What follows belongs to an exercise in optimizing a design on an open flow for small area, a short achievable clock period and few clock cycles per item; a production flow would make more cautious choices. At most, simulation tests tie the RTL to the original design; equivalence was not proved.

## maple
==> flow/design.v (excerpt) <==
module ifft_butterfly_stage #(
   parameter int DW = 16,
   parameter int TW = 16,
   parameter int OW = 18
) (
   input  logic                 clk,
   input  logic                 rst,
   input  logic                 in_valid,
   output logic                 in_ready,
   input  logic signed [DW-1:0] in1_real,
   input  logic signed [DW-1:0] in1_imag,
   input  logic signed [DW-1:0] in2_real,
   input  logic signed [DW-1:0] in2_imag,
   input  logic signed [TW-1:0] twiddle_real,
   input  logic signed [TW-1:0] twiddle_imag,
   output logic                 out_valid,
   input  logic                 out_ready,
   output logic signed [OW-1:0] out1_real,
   output logic signed [OW-1:0] out1_imag,
   output logic signed [OW-1:0] out2_real,
   output logic signed [OW-1:0] out2_imag,
   output logic                 sat
);
Size: roughly 38000 sq um of cells after synthesis.
==> flow/config.mk <==
export PLATFORM = sky130hd
export DESIGN_NAME = ifft_butterfly_stage
export DESIGN_NICKNAME = ifft_butterfly_stage
export VERILOG_FILES = /design/flow/design.v
export SDC_FILE = /design/flow/constraint.sdc
export NUM_CORES = 4
export LEC_CHECK = 0
export CAP_MARGIN = 20
export CORE_MARGIN = 2
export CORE_UTILIZATION = 65
export SETUP_SLACK_MARGIN = 4.0
export SLEW_MARGIN = 20
export TNS_END_PERCENT = 20
==> flow/constraint.sdc <==
create_clock -name core_clock -period 7.5 [get_ports {clk}]
set_input_delay 1.5000 -clock core_clock [delete_from_list [all_inputs] [get_ports {clk}]]
set_output_delay 1.5000 -clock core_clock [all_outputs]
set_load 0.01 [all_outputs]
standard.sh (not shown) runs the stock make flow with config.mk's settings and CLKGATE_MAP_FILE= SYNTH_SCRIPT=/design/flow/synth_recipe.tcl, a recipe that flattens the netlist after the stock synthesis.
==> flow/flow/run.sh <==
#!/bin/bash
# Layout flow: the standard flow, with two changes between synthesis and floorplan/placement.
#  1. After the standard synthesis, flow/fixpol.py removes inverters around full-adder cells by
#     complementing full adders (all three inputs and both outputs) and swapping xor2/xnor2
#     cells. Registers, ports and the logic function are unchanged.
#  2. Ports are buffered with buf_4 cells instead of the default delay-buffer cells.
# Each tool's output goes to a log file of its own in this folder.
set -euo pipefail
R=orfs/results/sky130hd/ifft_butterfly_stage/base
bash standard.sh synth > log_synth.txt 2>&1
cp "$R/1_2_yosys.v" synth_standard.v
python3 flow/fixpol.py synth_standard.v "$R/1_2_yosys.v" > log_fixpol.txt 2>&1
export BUFFER_PORTS_ARGS="-buffer_cell sky130_fd_sc_hd__buf_4"
bash standard.sh finish > log_finish.txt 2>&1
Other scripts of this flow, unchanged in this note and not shown: flow/flow/fixpol.py
Testbench counts of maple, summed over its fixed seeds: cycles 16,024, items 16,000.
Edits applied to the flow inputs when going from maple to ember:
Settings: changing CORE_UTILIZATION from 65 to 55.
==> flow/flow/run.sh <==
#!/bin/bash
# Layout flow: the standard flow with three changes.
#  1. Synthesis is the standard flow's synthesis script (synth_recipe.tcl, ORFS synth.tcl) with one change:
#     the final ABC technology mapping uses flow/abc_map.script (the classic delay-targeted
#     mapper) instead of ORFS's abc_speed.script. Registers are mapped before ABC runs, so they
#     are the same as the standard synthesis's.
#  2. flow/fixpol.py then removes inverters around full-adder cells by complementing full adders
#     (all three inputs and both outputs) and swapping xor2/xnor2 cells. Registers, ports and
#     the logic function are unchanged.
#  3. Ports are buffered with buf_4 cells instead of the default delay-buffer cells.
# Each tool's output goes to a log file of its own in this folder.
set -euo pipefail
R=orfs/results/sky130hd/ifft_butterfly_stage/base
rm -rf synth_scripts
cp -r "$FLOW_HOME/scripts" synth_scripts
chmod -R u+w synth_scripts
cp flow/abc_map.script synth_scripts/abc_speed.script
bash standard.sh SCRIPTS_DIR="$PWD/synth_scripts" synth > log_synth.txt 2>&1
cp "$R/1_2_yosys.v" synth_abc.v
python3 flow/fixpol.py synth_abc.v "$R/1_2_yosys.v" > log_fixpol.txt 2>&1
export BUFFER_PORTS_ARGS="-buffer_cell sky130_fd_sc_hd__buf_4"
bash standard.sh finish > log_finish.txt 2>&1
==> flow/flow/abc_map.script (new file) <==
strash
dch -f
map -D 1200
topo
stime -c
buffer -c
upsize -c
dnsize -c
[summary]
Compared with maple, ember shows a critical path data arrival time that is 200 ps lower. Global-route usage (higher): ember. Note that the design area recorded for ember amounts to 1.07 times the value seen in maple. Total number of multi-input combinational cells (ember / maple): 1.09.
The following lists how nickel was set up differently from ember:
==> flow/flow/run.sh <==
#!/bin/bash
# Layout flow: the standard flow, with two changes between synthesis and floorplan/placement.
#  1. After the standard synthesis, flow/fixpol.py removes inverters around full-adder cells by
#     complementing full adders (all three inputs and both outputs) and swapping xor2/xnor2
#     cells. Registers, ports and the logic function are unchanged.
#  2. Ports are buffered with buf_4 cells instead of the default delay-buffer cells.
# Each tool's output goes to a log file of its own in this folder.
set -euo pipefail
R=orfs/results/sky130hd/ifft_butterfly_stage/base
bash standard.sh synth > log_synth.txt 2>&1
cp "$R/1_2_yosys.v" synth_standard.v
python3 flow/fixpol.py synth_standard.v "$R/1_2_yosys.v" > log_fixpol.txt 2>&1
export BUFFER_PORTS_ARGS="-buffer_cell sky130_fd_sc_hd__buf_4"
bash standard.sh finish > log_finish.txt 2>&1
removed: flow/flow/abc_map.script
--- outcome ---
- Run comparison: ember launch point of the worst path di1_q[15]; nickel launch point of the worst path uMult.im_q17_1
- Relative to ember, total length of routed met3 wires has decreased by 35% in nickel.
- From ember to nickel the numbers moved as follows: cell count of the worst hold path flat, cell count has decreased.
The following lists how cedar was set up differently from nickel:
==> flow/flow/run.sh <==
#!/bin/bash
# Layout flow: the standard flow with three changes.
#  1. Synthesis is the standard flow's synthesis script (synth_recipe.tcl, ORFS synth.tcl) with one change:
#     the final ABC technology mapping uses flow/abc_map.script (ORFS's own mapping passes, then
#     the classic delay-targeted mapper) instead of ORFS's abc_speed.script. Registers are mapped
#     before ABC runs, so they are the same as the standard synthesis's.
#  2. flow/fixpol.py then removes inverters around full-adder cells by complementing full adders
#     (all three inputs and both outputs) and swapping xor2/xnor2 cells. Registers, ports and
#     the logic function are unchanged.
#  3. Ports are buffered with buf_4 cells instead of the default delay-buffer cells.
# Each tool's output goes to a log file of its own in this folder.
set -euo pipefail
R=orfs/results/sky130hd/ifft_butterfly_stage/base
rm -rf synth_scripts
cp -r "$FLOW_HOME/scripts" synth_scripts
chmod -R u+w synth_scripts
cp flow/abc_map.script synth_scripts/abc_speed.script
bash standard.sh SCRIPTS_DIR="$PWD/synth_scripts" synth > log_synth.txt 2>&1
cp "$R/1_2_yosys.v" synth_abc.v
python3 flow/fixpol.py synth_abc.v "$R/1_2_yosys.v" > log_fixpol.txt 2>&1
export BUFFER_PORTS_ARGS="-buffer_cell sky130_fd_sc_hd__buf_4"
bash standard.sh finish > log_finish.txt 2>&1
==> flow/flow/abc_map.script (new file) <==
&get -n
&st
&dch
&nf
&st
&syn2
&if -g -K 6
&synch2
&nf
&put
strash
dch -f
map -D 1200
topo
stime -c
buffer -c
upsize -c
dnsize -c
From nickel to cedar the numbers moved as follows: area of all placed cells without fillers has increased, met3 track utilization from global routing has increased, worst setup slack has increased.
Sort cedar and nickel by share of the core filled with cells, ascending, and nickel comes first.
Against nickel, fmax in cedar came out better.
Delta (cedar minus nickel): worst slack at placement decreased 430 ps.

* * *

ifft_butterfly_stage, a different RTL version from the one above (not shown whole).
Size: ~180 I/O pins.
==> flow/config.mk <==
export PLATFORM = sky130hd
export DESIGN_NAME = ifft_butterfly_stage
export DESIGN_NICKNAME = ifft_butterfly_stage
export VERILOG_FILES = /design/flow/design.v
export SDC_FILE = /design/flow/constraint.sdc
export NUM_CORES = 4
export LEC_CHECK = 0
export CAP_MARGIN = 20
export CORE_MARGIN = 2
export CORE_UTILIZATION = 55
export SETUP_SLACK_MARGIN = 4.0
export SLEW_MARGIN = 20
export TNS_END_PERCENT = 5
==> flow/constraint.sdc <==
create_clock -name core_clock -period 7.5 [get_ports {clk}]
set_input_delay 1.5000 -clock core_clock [delete_from_list [all_inputs] [get_ports {clk}]]
set_output_delay 1.5000 -clock core_clock [all_outputs]
set_load 0.01 [all_outputs]
==> flow/flow/run.sh <==
#!/bin/bash
# Layout flow: the standard flow, with two changes between synthesis and floorplan/placement.
#  1. After the standard synthesis, flow/fixpol.py removes inverters around full-adder cells by
#     complementing full adders (all three inputs and both outputs) and swapping xor2/xnor2
#     cells. Registers, ports and the logic function are unchanged.
#  2. Ports are buffered with buf_4 cells instead of the default delay-buffer cells.
# Each tool's output goes to a log file of its own in this folder.
set -euo pipefail
R=orfs/results/sky130hd/ifft_butterfly_stage/base
bash standard.sh synth > log_synth.txt 2>&1
cp "$R/1_2_yosys.v" synth_standard.v
python3 flow/fixpol.py synth_standard.v "$R/1_2_yosys.v" > log_fixpol.txt 2>&1
export BUFFER_PORTS_ARGS="-buffer_cell sky130_fd_sc_hd__buf_4"
bash standard.sh finish > log_finish.txt 2>&1
Other scripts of this flow, unchanged in this note and not shown: flow/flow/fixpol.py
Testbench counts at the start, summed over its fixed seeds: cycles 16,024, items 16,000.
Edit:
- CORE_UTILIZATION: 55 -> 60
- TNS_END_PERCENT: 5 -> 20
Outcome: Wire length increases by about 0.55%. Flip-flop and latch count does not change. Hold slack gets worse by 3.5 ps. Die area decreases by 8.2%. Register-to-register slack gets worse by 70 ps. Setup slack gets worse by 73 ps.
Edit:
- CAP_MARGIN: 20 -> 40
- CORE_UTILIZATION: 60 -> 55
- SLEW_MARGIN: 20 -> 60
Via count fell slightly.
Utilization fell by 5.1 points.
Maximum frequency rose by a few percent.
Worst setup slack improved by 99 ps.
Die area rose by a little under a tenth.
Design area rose slightly.
Clock skew fell by 8.6 ps.
Edit:
- CAP_MARGIN: 40 -> 20
- CTS_BUF_LIST: not set -> sky130_fd_sc_hd__clkbuf_8
- SLEW_MARGIN: 60 -> 20
After rerunning: Count of clock-buffer cells in the layout climbs by 18; final cell count climbs by about 1%; via count climbs by about 0.53%; design area drops by about 0.3%; utilization drops by 0.20 points; wire length climbs by about 1%; global-route usage climbs by 0.26 points; worst hold slack gets worse by 8.2 ps; setup slack gets worse by 32 ps.

* * *

== indigo ==
ifft_butterfly_stage, a different RTL version from the one above (not shown whole).
Size: about 3,200 cells after synthesis, ~180 I/O pins, ~38,000 µm² of cells after synthesis.
==> flow/design.v (excerpt) <==
module ifft_butterfly_stage #(
   parameter int DW = 16,
   parameter int TW = 16,
   parameter int OW = 18
) (
   input  logic                 clk,
   input  logic                 rst,
   input  logic                 in_valid,
   output logic                 in_ready,
   input  logic signed [DW-1:0] in1_real,
   input  logic signed [DW-1:0] in1_imag,
   input  logic signed [DW-1:0] in2_real,
   input  logic signed [DW-1:0] in2_imag,
   input  logic signed [TW-1:0] twiddle_real,
   input  logic signed [TW-1:0] twiddle_imag,
   output logic                 out_valid,
   input  logic                 out_ready,
   output logic signed [OW-1:0] out1_real,
   output logic signed [OW-1:0] out1_imag,
   output logic signed [OW-1:0] out2_real,
   output logic signed [OW-1:0] out2_imag,
   output logic                 sat
);
export LEC_CHECK = 0
export CAP_MARGIN = 20
export CORE_MARGIN = 2
export CORE_UTILIZATION = 55
export SETUP_SLACK_MARGIN = 4.1
export SLEW_MARGIN = 20
export TNS_END_PERCENT = 100
create_clock -name core_clock -period 7.5 [get_ports {clk}]
Scripts as last shown in full above: flow/flow/run.sh
Other scripts of this flow, unchanged in this note and not shown: flow/flow/fixpol.py
What tundra does differently from indigo at the input level:
Settings: CORE_UTILIZATION changed from 55 to 65; SETUP_SLACK_MARGIN changed from 4.1 to 4.0; TNS_END_PERCENT changed from 100 to 50.
### Flow results
Relative to indigo, via density per instance increased by 3.7% in tundra.
Delta (tundra minus indigo): total via count in the routed design now smaller, signed area change from the synthesized netlist to the final layout saw a decrease.
On utilization: tundra sits above indigo.
Compared to indigo, the router laid down less metal wire for tundra.
Summary of tundra over indigo: non-clock buffer contribution to total cell area decreased 2.3 points, first-iteration DRC count went up 824.
#### Input delta (amber over tundra)
Settings: CORE_UTILIZATION: 65 -> 55; TNS_END_PERCENT: 50 -> 20.
Results
Per the final summary, amber finished and its layout is clean on timing, DRC and antenna.
Of the two candidates, tundra has the worse final setup slack of the worst path and amber the better one.
The effective utilization at floorplan reported for amber is smaller than that of tundra by 9.6 points.
No functional check of the RTL was part of any run of this note.

* * *

== JK ==
ifft_butterfly_stage with an RTL version that a note above also has.
Size: about 3,300 cells after synthesis, about 180 I/O pins.
## ifft_butterfly_stage
module ifft_butterfly_stage #(
   parameter int DW = 16,
   parameter int TW = 16,
   parameter int OW = 18
) (
   input  logic                 clk,
   input  logic                 rst,
   input  logic                 in_valid,
   output logic                 in_ready,
   input  logic signed [DW-1:0] in1_real,
   input  logic signed [DW-1:0] in1_imag,
   input  logic signed [DW-1:0] in2_real,
   input  logic signed [DW-1:0] in2_imag,
   input  logic signed [TW-1:0] twiddle_real,
   input  logic signed [TW-1:0] twiddle_imag,
   output logic                 out_valid,
   input  logic                 out_ready,
   output logic signed [OW-1:0] out1_real,
   output logic signed [OW-1:0] out1_imag,
   output logic signed [OW-1:0] out2_real,
   output logic signed [OW-1:0] out2_imag,
   output logic                 sat
);
export LEC_CHECK = 0
export CAP_MARGIN = 20
export CORE_MARGIN = 2
export CORE_UTILIZATION = 55
export SETUP_SLACK_MARGIN = 4.0
export SLEW_MARGIN = 20
export TNS_END_PERCENT = 20
create_clock -name core_clock -period 7.5 [get_ports {clk}]
Scripts as last shown in full above: flow/flow/run.sh
Other scripts of this flow, unchanged in this note and not shown: flow/flow/fixpol.py
Testbench counts of JK, summed over its fixed seeds: cycles 16,024, items 16,000.
diff inputs: JK => MS
# JK
export LEC_CHECK = 0
export CAP_MARGIN = 20
export CORE_MARGIN = 2
export CORE_UTILIZATION = 55
export SETUP_SLACK_MARGIN = 4.0
export SLEW_MARGIN = 20
export TNS_END_PERCENT = 20
create_clock -name core_clock -period 7.5 [get_ports {clk}]
# MS
export LEC_CHECK = 0
export CAP_MARGIN = 20
export CORE_MARGIN = 2
export CORE_UTILIZATION = 55
export SETUP_SLACK_MARGIN = 4.2
export SLEW_MARGIN = 20
export TNS_END_PERCENT = 20
create_clock -name core_clock -period 7.5 [get_ports {clk}]
Results
- The path length in cells of the critical path of MS is lower than that of JK.
- Cell area | MS vs JK | MS larger
- In the reports for MS and JK, the larger maximum fanout along the worst path belongs to MS.
- Re via count: MS is 282 up on JK.

* * *

Setup of run 1:
RTL: one of the versions met above, not the one the previous note started from.
Size: about 3,500 cells after synthesis, roughly 180 I/O pins.
==> flow/config.mk <==
export PLATFORM = sky130hd
export DESIGN_NAME = ifft_butterfly_stage
export DESIGN_NICKNAME = ifft_butterfly_stage
export VERILOG_FILES = /design/flow/design.v
export SDC_FILE = /design/flow/constraint.sdc
export NUM_CORES = 4
export LEC_CHECK = 0
export CAP_MARGIN = 20
export CORE_MARGIN = 2
export CORE_UTILIZATION = 55
export SETUP_SLACK_MARGIN = 4.1
export SLEW_MARGIN = 20
export TNS_END_PERCENT = 100
==> flow/constraint.sdc <==
create_clock -name core_clock -period 7.5 [get_ports {clk}]
set_input_delay 1.5000 -clock core_clock [delete_from_list [all_inputs] [get_ports {clk}]]
set_output_delay 1.5000 -clock core_clock [all_outputs]
set_load 0.01 [all_outputs]
==> flow/flow/run.sh <==
#!/bin/bash
# Layout flow: the standard flow with three changes.
#  1. Synthesis is the standard flow's synthesis script (synth_recipe.tcl, ORFS synth.tcl) with one change:
#     the final ABC technology mapping uses flow/abc_map.script (ORFS's own mapping passes, then
#     the classic delay-targeted mapper) instead of ORFS's abc_speed.script. Registers are mapped
#     before ABC runs, so they are the same as the standard synthesis's.
#  2. flow/fixpol.py then removes inverters around full-adder cells by complementing full adders
#     (all three inputs and both outputs) and swapping xor2/xnor2 cells. Registers, ports and
#     the logic function are unchanged.
#  3. Ports are buffered with buf_4 cells instead of the default delay-buffer cells.
# Each tool's output goes to a log file of its own in this folder.
set -euo pipefail
R=orfs/results/sky130hd/ifft_butterfly_stage/base
rm -rf synth_scripts
cp -r "$FLOW_HOME/scripts" synth_scripts
chmod -R u+w synth_scripts
cp flow/abc_map.script synth_scripts/abc_speed.script
bash standard.sh SCRIPTS_DIR="$PWD/synth_scripts" synth > log_synth.txt 2>&1
cp "$R/1_2_yosys.v" synth_abc.v
python3 flow/fixpol.py synth_abc.v "$R/1_2_yosys.v" > log_fixpol.txt 2>&1
export BUFFER_PORTS_ARGS="-buffer_cell sky130_fd_sc_hd__buf_4"
bash standard.sh finish > log_finish.txt 2>&1
==> flow/flow/abc_map.script <==
&get -n
&st
&dch
&nf
&st
&syn2
&if -g -K 6
&synch2
&nf
&put
strash
dch -f
map -D 1200
topo
stime -c
buffer -c
upsize -c
dnsize -c
Other scripts of this flow, unchanged in this note and not shown: flow/flow/fixpol.py
Testbench counts of run 1, summed over its fixed seeds: cycles 16,024, items 16,000.
Changes in run 2 relative to run 1:
# run 1
export LEC_CHECK = 0
export CAP_MARGIN = 20
export CORE_MARGIN = 2
export CORE_UTILIZATION = 55
export SETUP_SLACK_MARGIN = 4.1
export SLEW_MARGIN = 20
export TNS_END_PERCENT = 100
create_clock -name core_clock -period 7.5 [get_ports {clk}]
# run 2
export LEC_CHECK = 0
export CAP_MARGIN = 20
export CORE_MARGIN = 2
export CORE_UTILIZATION = 55
export CTS_BUF_LIST = sky130_fd_sc_hd__clkbuf_8
export SETUP_SLACK_MARGIN = 4.0
export SLEW_MARGIN = 20
export TNS_END_PERCENT = 20
create_clock -name core_clock -period 7.5 [get_ports {clk}]
==> flow/flow/run.sh <==
#!/bin/bash
# Layout flow: the standard flow, with two changes between synthesis and floorplan/placement.
#  1. After the standard synthesis, flow/fixpol.py removes inverters around full-adder cells by
#     complementing full adders (all three inputs and both outputs) and swapping xor2/xnor2
#     cells. Registers, ports and the logic function are unchanged.
#  2. Ports are buffered with buf_4 cells instead of the default delay-buffer cells.
# Each tool's output goes to a log file of its own in this folder.
set -euo pipefail
R=orfs/results/sky130hd/ifft_butterfly_stage/base
bash standard.sh synth > log_synth.txt 2>&1
cp "$R/1_2_yosys.v" synth_standard.v
python3 flow/fixpol.py synth_standard.v "$R/1_2_yosys.v" > log_fixpol.txt 2>&1
export BUFFER_PORTS_ARGS="-buffer_cell sky130_fd_sc_hd__buf_4"
bash standard.sh finish > log_finish.txt 2>&1
removed: flow/flow/abc_map.script
Notes after the runs:
Run 2 vs run 1: final design area excluding fillers down by a little under 10%. Relative area of clock buffers and inverters in the final design: run 2 > run 1. Run 2 against run 1: minimum hold slack held, wire length of the first global-routing pass went down 11%, synthesized area went up about 0.36%. Against run 1, run 2 reports a H-tree depth that is higher. From run 1 to run 2 the numbers moved as follows: pin count of the biggest net entering global routing up about 14%, number of instances resized during post-cts repair down 297. Run 2 finished every step from synthesis to the final layout, and the layout passed the timing, design-rule and antenna checks.
> inputs changed (run 2 -> run 3)
# run 2
export LEC_CHECK = 0
export CAP_MARGIN = 20
export CORE_MARGIN = 2
export CORE_UTILIZATION = 55
export CTS_BUF_LIST = sky130_fd_sc_hd__clkbuf_8
export SETUP_SLACK_MARGIN = 4.0
export SLEW_MARGIN = 20
export TNS_END_PERCENT = 20
create_clock -name core_clock -period 7.5 [get_ports {clk}]
# run 3
export LEC_CHECK = 0
export CAP_MARGIN = 20
export CORE_MARGIN = 2
export CORE_UTILIZATION = 62
export SETUP_SLACK_MARGIN = 4.0
export SLEW_MARGIN = 20
export TNS_END_PERCENT = 20
create_clock -name core_clock -period 7.5 [get_ports {clk}]
==> flow/flow/run.sh <==
#!/bin/bash
# Layout flow: the standard flow with three changes.
#  1. Synthesis is the standard flow's synthesis script (synth_recipe.tcl, ORFS synth.tcl) with one change:
#     the final ABC technology mapping uses flow/abc_map.script (ORFS's own mapping passes, then
#     the classic delay-targeted mapper) instead of ORFS's abc_speed.script. Registers are mapped
#     before ABC runs, so they are the same as the standard synthesis's.
#  2. flow/fixpol.py then removes inverters around full-adder cells by complementing full adders
#     (all three inputs and both outputs) and swapping xor2/xnor2 cells. Registers, ports and
#     the logic function are unchanged.
#  3. Ports are buffered with buf_2 cells instead of the default delay-buffer cells.
# Each tool's output goes to a log file of its own in this folder.
set -euo pipefail
R=orfs/results/sky130hd/ifft_butterfly_stage/base
rm -rf synth_scripts
cp -r "$FLOW_HOME/scripts" synth_scripts
chmod -R u+w synth_scripts
cp flow/abc_map.script synth_scripts/abc_speed.script
bash standard.sh SCRIPTS_DIR="$PWD/synth_scripts" synth > log_synth.txt 2>&1
cp "$R/1_2_yosys.v" synth_abc.v
python3 flow/fixpol.py synth_abc.v "$R/1_2_yosys.v" > log_fixpol.txt 2>&1
export BUFFER_PORTS_ARGS="-buffer_cell sky130_fd_sc_hd__buf_2"
bash standard.sh finish > log_finish.txt 2>&1
==> flow/flow/abc_map.script (new file) <==
&get -n
&st
&dch
&nf
&st
&syn2
&if -g -K 6
&synch2
&nf
&put
strash
dch -f
map -D 1200
topo
stime -c
buffer -c
upsize -c
dnsize -c
[summary]
Run 3 | status: complete | timing, DRC, antenna: pass
Taking run 2 as the reference, in run 3 final worst setup slack up 37 ps, fraction of area in registers went down 0.99 points, height of the chip lower.
What run 4 does differently from run 3 at the input level:
# run 3
export LEC_CHECK = 0
export CAP_MARGIN = 20
export CORE_MARGIN = 2
export CORE_UTILIZATION = 62
export SETUP_SLACK_MARGIN = 4.0
export SLEW_MARGIN = 20
export TNS_END_PERCENT = 20
create_clock -name core_clock -period 7.5 [get_ports {clk}]
# run 4
export LEC_CHECK = 0
export CAP_MARGIN = 20
export CORE_MARGIN = 2
export CORE_UTILIZATION = 55
export CTS_BUF_LIST = sky130_fd_sc_hd__clkbuf_4 sky130_fd_sc_hd__clkbuf_8
export SETUP_SLACK_MARGIN = 4.0
export SLEW_MARGIN = 20
export TNS_END_PERCENT = 20
create_clock -name core_clock -period 7.5 [get_ports {clk}]
==> flow/flow/run.sh <==
#!/bin/bash
# Layout flow: the standard flow, with two changes between synthesis and floorplan/placement.
#  1. After the standard synthesis, flow/fixpol.py removes inverters around full-adder cells by
#     complementing full adders (all three inputs and both outputs) and swapping xor2/xnor2
#     cells. Registers, ports and the logic function are unchanged.
#  2. Ports are buffered with buf_4 cells instead of the default delay-buffer cells.
# Each tool's output goes to a log file of its own in this folder.
set -euo pipefail
R=orfs/results/sky130hd/ifft_butterfly_stage/base
bash standard.sh synth > log_synth.txt 2>&1
cp "$R/1_2_yosys.v" synth_standard.v
python3 flow/fixpol.py synth_standard.v "$R/1_2_yosys.v" > log_fixpol.txt 2>&1
export BUFFER_PORTS_ARGS="-buffer_cell sky130_fd_sc_hd__buf_4"
bash standard.sh finish > log_finish.txt 2>&1
removed: flow/flow/abc_map.script
==> notes.md <==
Looking at leading cell type in the layout, fill and taps excluded, the sky130_fd_sc_hd__a22oi_1 result is from run 4; the sky130_fd_sc_hd__o22ai_1 one comes from run 3.
Per the comparison of run 4 with run 3, number of buffers outside the clock class in the layout shows a reduction of 24%; multi-input gate area in the final layout down 140 µm².

-- separate check: timing with driven ports --
No port has a modelled driver above. Below, the same layouts with a new extraction and two added sets of constraints.
Step 1 sets driving cells, clkbuf_16 on the clock port and buf_2 on the other inputs (assumed; they add their load-dependent delay and slew).
Step 2, shift: input delay + t, output delay - t, t = (earliest + latest rising clock arrival at the registers) / 2. This alone moves slack from input paths to output paths.
Slacks: ideal ports / drivers / drivers and shift; pairs: ideal ports / drivers.
| run | t (ns) | slack for setup (ns) | worst hold slack (ns) | worst register clock-pin slew, ns | worst slew at a driven data input, ns |
|---|---|---|---|---|---|
| maple | 0.664 | 3.622 / 3.622 / 3.255 | 0.412 / 0.412 / 0.412 | 0.07 / 0.07 | 0.06 |
| ember | 0.689 | 3.853 / 3.853 / 3.618 | 0.414 / 0.414 / 0.414 | 0.07 / 0.07 | 0.06 |
| nickel | 0.674 | 3.679 / 3.679 / 3.371 | 0.415 / 0.415 / 0.415 | 0.07 / 0.07 | 0.06 |
| cedar | 0.679 | 3.768 / 3.768 / 3.650 | 0.410 / 0.410 / 0.410 | 0.07 / 0.07 | 0.07 |
| the first run of note 2 | 0.675 | 3.944 / 3.931 / 3.638 | 0.418 / 0.418 / 0.418 | 0.06 / 0.06 | 0.08 |
| the second run of note 2 | 0.688 | 3.871 / 3.871 / 3.751 | 0.414 / 0.414 / 0.414 | 0.07 / 0.07 | 0.08 |
| the third run of note 2 | 0.673 | 3.970 / 3.939 / 3.716 | 0.415 / 0.415 / 0.415 | 0.06 / 0.06 | 0.08 |
| the fourth run of note 2 | 0.766 | 3.938 / 3.878 / 3.596 | 0.407 / 0.407 / 0.407 | 0.07 / 0.07 | 0.08 |
| indigo | 0.677 | 3.681 / 3.681 / 3.436 | 0.404 / 0.404 / 0.404 | 0.07 / 0.07 | 0.09 |
| tundra | 0.662 | 3.574 / 3.574 / 3.335 | 0.411 / 0.411 / 0.411 | 0.07 / 0.07 | 0.06 |
| amber | 0.674 | 3.679 / 3.679 / 3.371 | 0.415 / 0.415 / 0.415 | 0.07 / 0.07 | 0.06 |
| JK | 0.675 | 3.966 / 3.926 / 3.619 | 0.417 / 0.417 / 0.417 | 0.06 / 0.06 | 0.08 |
| MS | 0.677 | 3.977 / 3.977 / 3.666 | 0.417 / 0.417 / 0.417 | 0.06 / 0.06 | 0.08 |
| run 1 | 0.676 | 3.666 / 3.666 / 3.530 | 0.416 / 0.416 / 0.416 | 0.07 / 0.07 | 0.07 |
| run 2 | 0.750 | 3.669 / 3.669 / 3.218 | 0.417 / 0.417 / 0.417 | 0.08 / 0.08 | 0.07 |
| run 3 | 0.681 | 3.706 / 3.706 / 3.374 | 0.413 / 0.413 / 0.413 | 0.08 / 0.08 | 0.06 |
| run 4 | 0.749 | 3.671 / 3.671 / 3.199 | 0.417 / 0.417 / 0.417 | 0.08 / 0.08 | 0.07 |
After both steps setup and hold are still met in every run listed. For run 4, which loses most, drivers alone change the setup slack by 0.000 ns; drivers and shift together by -0.472 ns.
